Context: an optimization exercise on an open-source flow, tuned for small area and a short achievable clock period. The choices shown serve that exercise and are no tape-out recipe.
In this exercise RTL edits were held to simulation tests only and were not proved equivalent to the original.
Power and IR drop assume default switching activity.

## run A
// BackEnd
module BackEnd (
    input  wire logic         Clock,
    input  wire logic         rst,
    input  wire logic [144:0] Issue,
    input  wire logic         IssueValid,
    output wire logic [37:0]  WriteBack
);
Settings: LEC_CHECK=0, ABC_AREA=1, CAP_MARGIN=20, CORE_MARGIN=2, CORE_UTILIZATION=55, CTS_CLUSTER_DIAMETER=70, CTS_CLUSTER_SIZE=25, PLACE_DENSITY=0.72, SETUP_SLACK_MARGIN=2.5, SLEW_MARGIN=20, SYNTH_MEMORY_MAX_BITS=16384; clock period 5.0 ns.
run.sh (not shown) runs the stock make flow with config.mk's settings and CLKGATE_MAP_FILE= SYNTH_SCRIPT=/design/flow/synth_recipe.tcl, a recipe that flattens the netlist after the stock synthesis.
Run A ran to completion and came out clean on the timing, DRC and antenna checks.
Relative to run A, the following input files were edited for run B:
diff --git a/flow/config.mk b/flow/config.mk
--- a/flow/config.mk
+++ b/flow/config.mk
@@ -11 +11 @@
-export CORE_UTILIZATION = 55
+export CORE_UTILIZATION = 40
@@ -14 +14 @@
-export PLACE_DENSITY = 0.72
+export PLACE_DENSITY = 0.6
Results
- Run B ended up with reg2reg as its critical setup path kind; run A ended up with in2reg.
- Run B against run A: placeable core region saw an increase, proportion of cell area occupied by multi-input gates -0.84 points, power share of the combinational group now sits lower.
> inputs changed (run B -> run C)
diff --git a/flow/config.mk b/flow/config.mk
--- a/flow/config.mk
+++ b/flow/config.mk
@@ -12,2 +12,2 @@
-export CTS_CLUSTER_DIAMETER = 70
-export CTS_CLUSTER_SIZE = 25
+export CTS_CLUSTER_DIAMETER = 50
+export CTS_CLUSTER_SIZE = 30
Findings:
Going from run B to run C, total power rose by 4800 uW, final clock skew has increased, utilization +0.87 points.
The following lists how run D was set up differently from run C:
diff --git a/flow/config.mk b/flow/config.mk
--- a/flow/config.mk
+++ b/flow/config.mk
@@ -12,2 +12,2 @@
-export CTS_CLUSTER_DIAMETER = 50
-export CTS_CLUSTER_SIZE = 30
+export CTS_CLUSTER_DIAMETER = 70
+export CTS_CLUSTER_SIZE = 25
@@ -17,0 +18 @@
+export TNS_END_PERCENT = 10
Results
- Compared with run C, in run D peak fanout along the critical path now larger, final setup slack of the worst path now smaller.
- What run D reported for multi-input combinational cell area has to be multiplied by 1.09 to get the figure for run C.

* * *

## harbor
The RTL this note starts from:
==> flow/design.v <==
`default_nettype none
package BackEndPkg;
    localparam int DataMemWords = 64;
    localparam int DataMemAddrBits = $clog2(DataMemWords);
    localparam logic [31:0] LinkOffset = 32'd8;
    typedef enum logic [3:0] {
        AluAdd  = 4'd0,
        AluSub  = 4'd1,
        AluAnd  = 4'd2,
        AluOr   = 4'd3,
        AluXor  = 4'd4,
        AluNor  = 4'd5,
        AluSlt  = 4'd6,
        AluSltu = 4'd7,
        AluSll  = 4'd8,
        AluSrl  = 4'd9,
        AluSra  = 4'd10,
        AluLui  = 4'd11
    } AluOp;
    typedef enum logic [1:0] {
        SelWord = 2'd0,
        SelHalf = 2'd1,
        SelByte = 2'd2
    } ByteSel;
    typedef enum logic [1:0] {
        WbAlu  = 2'd0,
        WbMem  = 2'd1,
        WbLink = 2'd2
    } WbSrc;
    typedef struct packed {
        AluOp        Op;
        logic [31:0] OperandA;
        logic [31:0] OperandB;
        logic [31:0] StoreData;
        logic [31:0] Pc;
        logic [4:0]  RegDest;
        logic        RegWrite;
        logic        MemRead;
        logic        MemWrite;
        logic        SignedLoad;
        ByteSel      Width;
        WbSrc        Source;
    } IssueBundle;
    typedef struct packed {
        logic [31:0] AluResult;
        logic [31:0] StoreData;
        logic [31:0] Pc;
        logic [4:0]  RegDest;
        logic        RegWrite;
        logic        MemRead;
        logic        MemWrite;
        logic        SignedLoad;
        ByteSel      Width;
        WbSrc        Source;
    } ExMemBundle;
    typedef struct packed {
        logic [31:0] AluResult;
        logic [31:0] LoadData;
        logic [31:0] Pc;
        logic [4:0]  RegDest;
        logic        RegWrite;
        WbSrc        Source;
    } MemWbBundle;
    typedef struct packed {
        logic        Enable;
        logic [4:0]  Dest;
        logic [31:0] Data;
    } RegWritePort;
endpackage
`default_nettype wire
`default_nettype none
module BackEnd (
    input  wire logic         Clock,
    input  wire logic         rst,
    input  wire logic [144:0] Issue,
    input  wire logic         IssueValid,
    output wire logic [37:0]  WriteBack
);
    localparam int Words = BackEndPkg::DataMemWords;
    BackEndPkg::IssueBundle iss;
    assign iss = Issue;
    logic [31:0] opA, opB;
    assign opA = iss.OperandA;
    assign opB = iss.OperandB;
    logic        subtract;
    logic [31:0] addB;
    logic [31:0] sum;
    logic        carryIn;
    assign subtract = iss.Op[0];
    assign addB     = opB ^ {32{subtract}};
    assign {sum, carryIn} = {opA, 1'b1} + {addB, subtract};
    logic signedCompare;
    logic lessThan;
    assign signedCompare = iss.Op == BackEndPkg::AluSlt;
    assign lessThan = {opA[31] ^ signedCompare, opA[30:0]} < {opB[31] ^ signedCompare, opB[30:0]};
    logic [4:0]  shamt;
    logic [31:0] shl, shr;
    logic [31:0] logicValue;
    assign shamt = opB[4:0];
    assign shl   = opA << shamt;
    assign shr   = 32'($signed({iss.Op[1] & opA[31], opA}) >>> shamt);
    always_comb begin
        case (iss.Op)
            BackEndPkg::AluOr:   logicValue = opA | opB;
            BackEndPkg::AluXor:  logicValue = opA ^ opB;
            BackEndPkg::AluNor:  logicValue = ~(opA | opB);
            BackEndPkg::AluSll:  logicValue = shl;
            BackEndPkg::AluSrl:  logicValue = shr;
            BackEndPkg::AluSra:  logicValue = shr;
            BackEndPkg::AluLui:  logicValue = {opB[15:0], 16'd0};
            default:             logicValue = opA & opB;
        endcase
    end
    logic useSum, useLess;
    assign useSum  = iss.Op == BackEndPkg::AluAdd || iss.Op == BackEndPkg::AluSub;
    assign useLess = iss.Op == BackEndPkg::AluSlt || iss.Op == BackEndPkg::AluSltu;
    logic [7:0] addressSum, addressDiff;
    assign addressSum  = opA[7:0] + opB[7:0];
    assign addressDiff = opA[7:0] - opB[7:0];
    logic [7:0] address;
    always_comb begin
        if (iss.Op == BackEndPkg::AluAdd)
            address = addressSum;
        else if (iss.Op == BackEndPkg::AluSub)
            address = addressDiff;
        else if (useLess)
            address = 8'd0;
        else
            address = logicValue[7:0];
    end
    logic        accept;
    logic        isLoad, isStore, isLink, isWord, isHalf, isByte;
    logic [1:0]  lane;
    logic [31:0] storeLanes;
    logic [31:0] otherValue;
    logic [Words-1:0] wordSel;
    assign accept  = IssueValid & ~rst;
    assign isLoad  = iss.MemRead;
    assign isStore = iss.MemWrite;
    assign isLink  = iss.Source == BackEndPkg::WbLink;
    assign isWord  = iss.Width == BackEndPkg::SelWord;
    assign isHalf  = iss.Width == BackEndPkg::SelHalf;
    assign isByte  = iss.Width == BackEndPkg::SelByte;
    assign lane    = address[1:0];
    always_comb begin
        case (iss.Width)
            BackEndPkg::SelHalf: storeLanes = {2{iss.StoreData[15:0]}};
            BackEndPkg::SelByte: storeLanes = {4{iss.StoreData[7:0]}};
            default:             storeLanes = iss.StoreData;
        endcase
    end
    always_comb begin
        if (isStore)
            otherValue = storeLanes;
        else if (isLink)
            otherValue = iss.Pc + BackEndPkg::LinkOffset;
        else
            otherValue = logicValue;
    end
    always_comb begin
        for (int w = 0; w < Words; w++)
            wordSel[w] = address[7:2] == 6'(w);
    end
    logic       selSum, selOther, selLess;
    logic       selHiLane;
    always_comb begin
        selSum    = ~isLoad & ~isLink & useSum;
        selLess   = ~isLoad & ~isLink & useLess;
        selOther  = ~isLoad & ~selSum & ~selLess;
        selHiLane = isLoad & isWord;
    end
    function automatic logic [15:0] decodeLane(input logic [1:0] ln, input logic load,
                                               input logic byteWide, input logic halfWide,
                                               input logic signedLoad);
        logic [3:0] laneWrite, sel0Lane, signLane;
        logic       sel1Lane1, sel1Lane3, fill1, fillHi;
        if (halfWide)
            laneWrite = ln[1] ? 4'b1100 : 4'b0011;
        else if (byteWide)
            laneWrite = 4'b0001 << ln;
        else
            laneWrite = 4'b1111;
        sel0Lane   = load ? (4'b0001 << ln) : 4'b0000;
        sel1Lane1  = load & ~byteWide & ~ln[1];
        sel1Lane3  = load & ~byteWide & ln[1];
        if (load & signedLoad & byteWide)
            signLane = 4'b0001 << ln;
        else if (load & signedLoad & halfWide)
            signLane = ln[1] ? 4'b1000 : 4'b0010;
        else
            signLane = 4'b0000;
        fill1      = load & byteWide;
        fillHi     = load & (byteWide | halfWide);
        decodeLane = {laneWrite, sel0Lane, sel1Lane1, sel1Lane3, signLane, fill1, fillHi};
    endfunction
    logic [15:0] laneDec, laneDecLess0, laneDecLess1, laneDecAddr;
    assign laneDecLess0 = decodeLane(2'd0, isLoad, isByte, isHalf, iss.SignedLoad);
    assign laneDecLess1 = decodeLane(2'd1, isLoad, isByte, isHalf, iss.SignedLoad);
    assign laneDecAddr  = decodeLane(lane, isLoad, isByte, isHalf, iss.SignedLoad);
    assign laneDec      = !useLess ? laneDecAddr : lessThan ? laneDecLess1 : laneDecLess0;
    logic [31:0]      mSum, mOther;
    logic             mLess;
    logic [Words-1:0] mWordSel;
    logic [3:0]       mLaneWrite;
    logic             mEnable;
    logic [4:0]       mDest;
    logic             mSelSum, mSelOther, mSelLess;
    logic             mSelHiLane;
    logic [3:0]       mSel0Lane;
    logic             mSel1Lane1, mSel1Lane3;
    logic [3:0]       mSignLane;
    logic             mFill1, mFillHi;
    always_ff @(posedge Clock) begin
        mLaneWrite  <= (accept & isStore) ? laneDec[15:12] : 4'b0000;
        mEnable     <= accept & iss.RegWrite & (iss.RegDest != 5'd0);
        mSum        <= sum;
        mOther      <= otherValue;
        mLess       <= lessThan;
        mWordSel    <= wordSel;
        mDest       <= iss.RegDest;
        mSelSum     <= selSum;
        mSelOther   <= selOther;
        mSelLess    <= selLess;
        mSelHiLane  <= selHiLane;
        {mSel0Lane, mSel1Lane1, mSel1Lane3, mSignLane, mFill1, mFillHi} <= laneDec[11:0];
    end
    logic [Words*32-1:0] memBits;
    always_ff @(posedge Clock) begin
        for (int w = 0; w < Words; w++) begin
            for (int l = 0; l < 4; l++) begin
                if (mWordSel[w] & mLaneWrite[l])
                    memBits[w*32 + l*8 +: 8] <= mOther[l*8 +: 8];
            end
        end
    end
    logic [31:0] readWord;
    always_comb begin
        readWord = 32'd0;
        for (int w = 0; w < Words; w++)
            readWord = readWord | ({32{mWordSel[w]}} & memBits[w*32 +: 32]);
    end
    logic [Words-1:0] wordSign;
    logic             sign;
    always_comb begin
        for (int w = 0; w < Words; w++)
            wordSign[w] = |(mSignLane & {memBits[w*32 + 31], memBits[w*32 + 23],
                                         memBits[w*32 + 15], memBits[w*32 + 7]});
    end
    assign sign = |(mWordSel & wordSign);
    logic [7:0]  r0, r1, r2, r3;
    logic [31:0] base, wbData;
    assign {r3, r2, r1, r0} = readWord;
    assign base = ({32{mSelSum}} & mSum) | ({32{mSelOther}} & mOther)
                | {31'd0, mSelLess & mLess};
    always_comb begin
        wbData[7:0]   = base[7:0]
                      | ({8{mSel0Lane[0]}} & r0) | ({8{mSel0Lane[1]}} & r1)
                      | ({8{mSel0Lane[2]}} & r2) | ({8{mSel0Lane[3]}} & r3);
        wbData[15:8]  = base[15:8]
                      | ({8{mSel1Lane1}} & r1) | ({8{mSel1Lane3}} & r3) | {8{mFill1 & sign}};
        wbData[23:16] = base[23:16] | ({8{mSelHiLane}} & r2) | {8{mFillHi & sign}};
        wbData[31:24] = base[31:24] | ({8{mSelHiLane}} & r3) | {8{mFillHi & sign}};
    end
    logic        wEnable;
    logic [4:0]  wDest;
    logic [31:0] wData;
    always_ff @(posedge Clock) begin
        wEnable <= mEnable & ~rst;
        wDest   <= mDest;
        wData   <= wbData;
    end
    BackEndPkg::RegWritePort writeBackPort;
    assign writeBackPort.Enable = wEnable;
    assign writeBackPort.Dest   = wDest;
    assign writeBackPort.Data   = wData;
    assign WriteBack = writeBackPort;
endmodule
`default_nettype wire
clock: 5.0 ns
lec_check: 0
abc_area: 1
cap_margin: 20
core_margin: 2
core_utilization: 45
cts_cluster_diameter: 70
cts_cluster_size: 25
place_density: 0.6
setup_slack_margin: 2.5
slew_margin: 20
synth_memory_max_bits: 16384
standard.sh (not shown) runs the stock make flow with config.mk's settings and CLKGATE_MAP_FILE= SYNTH_SCRIPT=/design/flow/synth_recipe.tcl, a recipe that flattens the netlist after the stock synthesis.
==> flow/flow/run.sh <==
#!/bin/bash
# Own layout flow: the standard synthesis unchanged, then the standard
# ORFS steps with a few resizer and clock-tree settings changed:
#  - the resizer may swap a cell for any cell of the same function, not only
#    one with the same footprint (so port buffers and delay cells can become
#    plain buffers of the right size);
#  - ports are buffered with buf_4 instead of the default choice;
#  - clock-tree sink clusters of up to 25 sinks within 70 um, no dummy loads.
# Each step's full output goes to a log file in this folder.
set -euo pipefail
bash standard.sh synth > synth.log 2>&1
bash standard.sh \
  MATCH_CELL_FOOTPRINT=0 \
  "BUFFER_PORTS_ARGS=-buffer_cell sky130_fd_sc_hd__buf_4" \
  "CTS_ARGS=-sink_clustering_enable -repair_clock_nets -sink_clustering_size 25 -sink_clustering_max_diameter 70 -dont_use_dummy_load" \
  finish > layout.log 2>&1
Both conditions hold for harbor: the flow ran to the end and the final layout passed the timing, DRC and antenna checks.
The inputs of sierra differ from those of harbor as listed below.
--- a/flow/config.mk
+++ b/flow/config.mk
@@ -11 +11 @@
-export CORE_UTILIZATION = 45
+export CORE_UTILIZATION = 50
@@ -14 +14 @@
-export PLACE_DENSITY = 0.6
+export PLACE_DENSITY = 0.7
==> comparison <==
- sierra consumes less power than harbor does.
- On final area, sierra does better than harbor.
- Compared to harbor, sierra was floorplanned on a smaller die.
- Compared to harbor, sierra has wire length on met2 7.4% lower.
- sierra: PASS, flow complete, no timing, DRC or antenna violations
- Every stage of the flow completed for harbor, and the final layout passed the timing, DRC and antenna checks.
- Going from harbor to sierra, maximum frequency shrinks by 6.2 MHz.
- On portion of the clock cycle consumed by the worst path in the final layout: between harbor and sierra, it ends up higher for sierra.
- sierra leaves less setup margin than harbor.
- Post-DP HPWL came out lower on sierra than on harbor.
- The global routing usage on met2 of sierra is higher than that of harbor.
- NOTE routed wire length harbor->sierra decreased by a little under 10%
- Looking at leakage dissipation across harbor and sierra, the one that comes out higher is harbor.
Input changes introduced in cedar (baseline for comparison: sierra):
--- a/flow/config.mk
+++ b/flow/config.mk
@@ -11 +11 @@
-export CORE_UTILIZATION = 50
+export CORE_UTILIZATION = 45
@@ -14 +14 @@
-export PLACE_DENSITY = 0.7
+export PLACE_DENSITY = 0.65
### Flow results
Against sierra, cedar comes in 1.1 points higher on proportion of power drawn by the clock network.
sierra ended up with dfxtp_4 as its cell with the largest stage delay on the worst path; cedar ended up with a211oi_2.
From sierra to cedar the numbers moved as follows: final standard cell utilization of the core fell 4.8 points; sequential portion of the cell area down 0.93 points.

-- re-timing with driven ports --
Ports are ideal in the flow. The routed layouts listed here were re-timed in OpenROAD. Step 1 assumes that a clkbuf_16 drives the clock port and a buf_2 every other input. Step 2 also shifts input and output timing later by t, the mid clock arrival at the registers, as if the neighbouring blocks saw the same clock. Three values: ideal ports, drivers, drivers and shift; two values: the first two.
run	shift t [ns]	setup WS [ns]	latest minus earliest clock arrival (ns)
run A	0.885	1.962 / 2.003 / 1.118	0.079 / 0.080
run B	0.939	2.116 / 2.116 / 1.236	0.115 / 0.115
run C	0.952	2.148 / 2.215 / 1.264	0.162 / 0.161
run D	0.916	1.941 / 1.941 / 1.105	0.096 / 0.096
harbor	0.892	2.249 / 2.165 / 1.273	0.132 / 0.133
sierra	0.901	2.201 / 2.201 / 1.522	0.176 / 0.176
cedar	0.920	2.319 / 2.265 / 1.345	0.124 / 0.125
After both steps setup and hold are still met in every run listed. For harbor, which loses most, drivers alone change the setup slack by -0.084 ns; drivers and shift together by -0.976 ns.
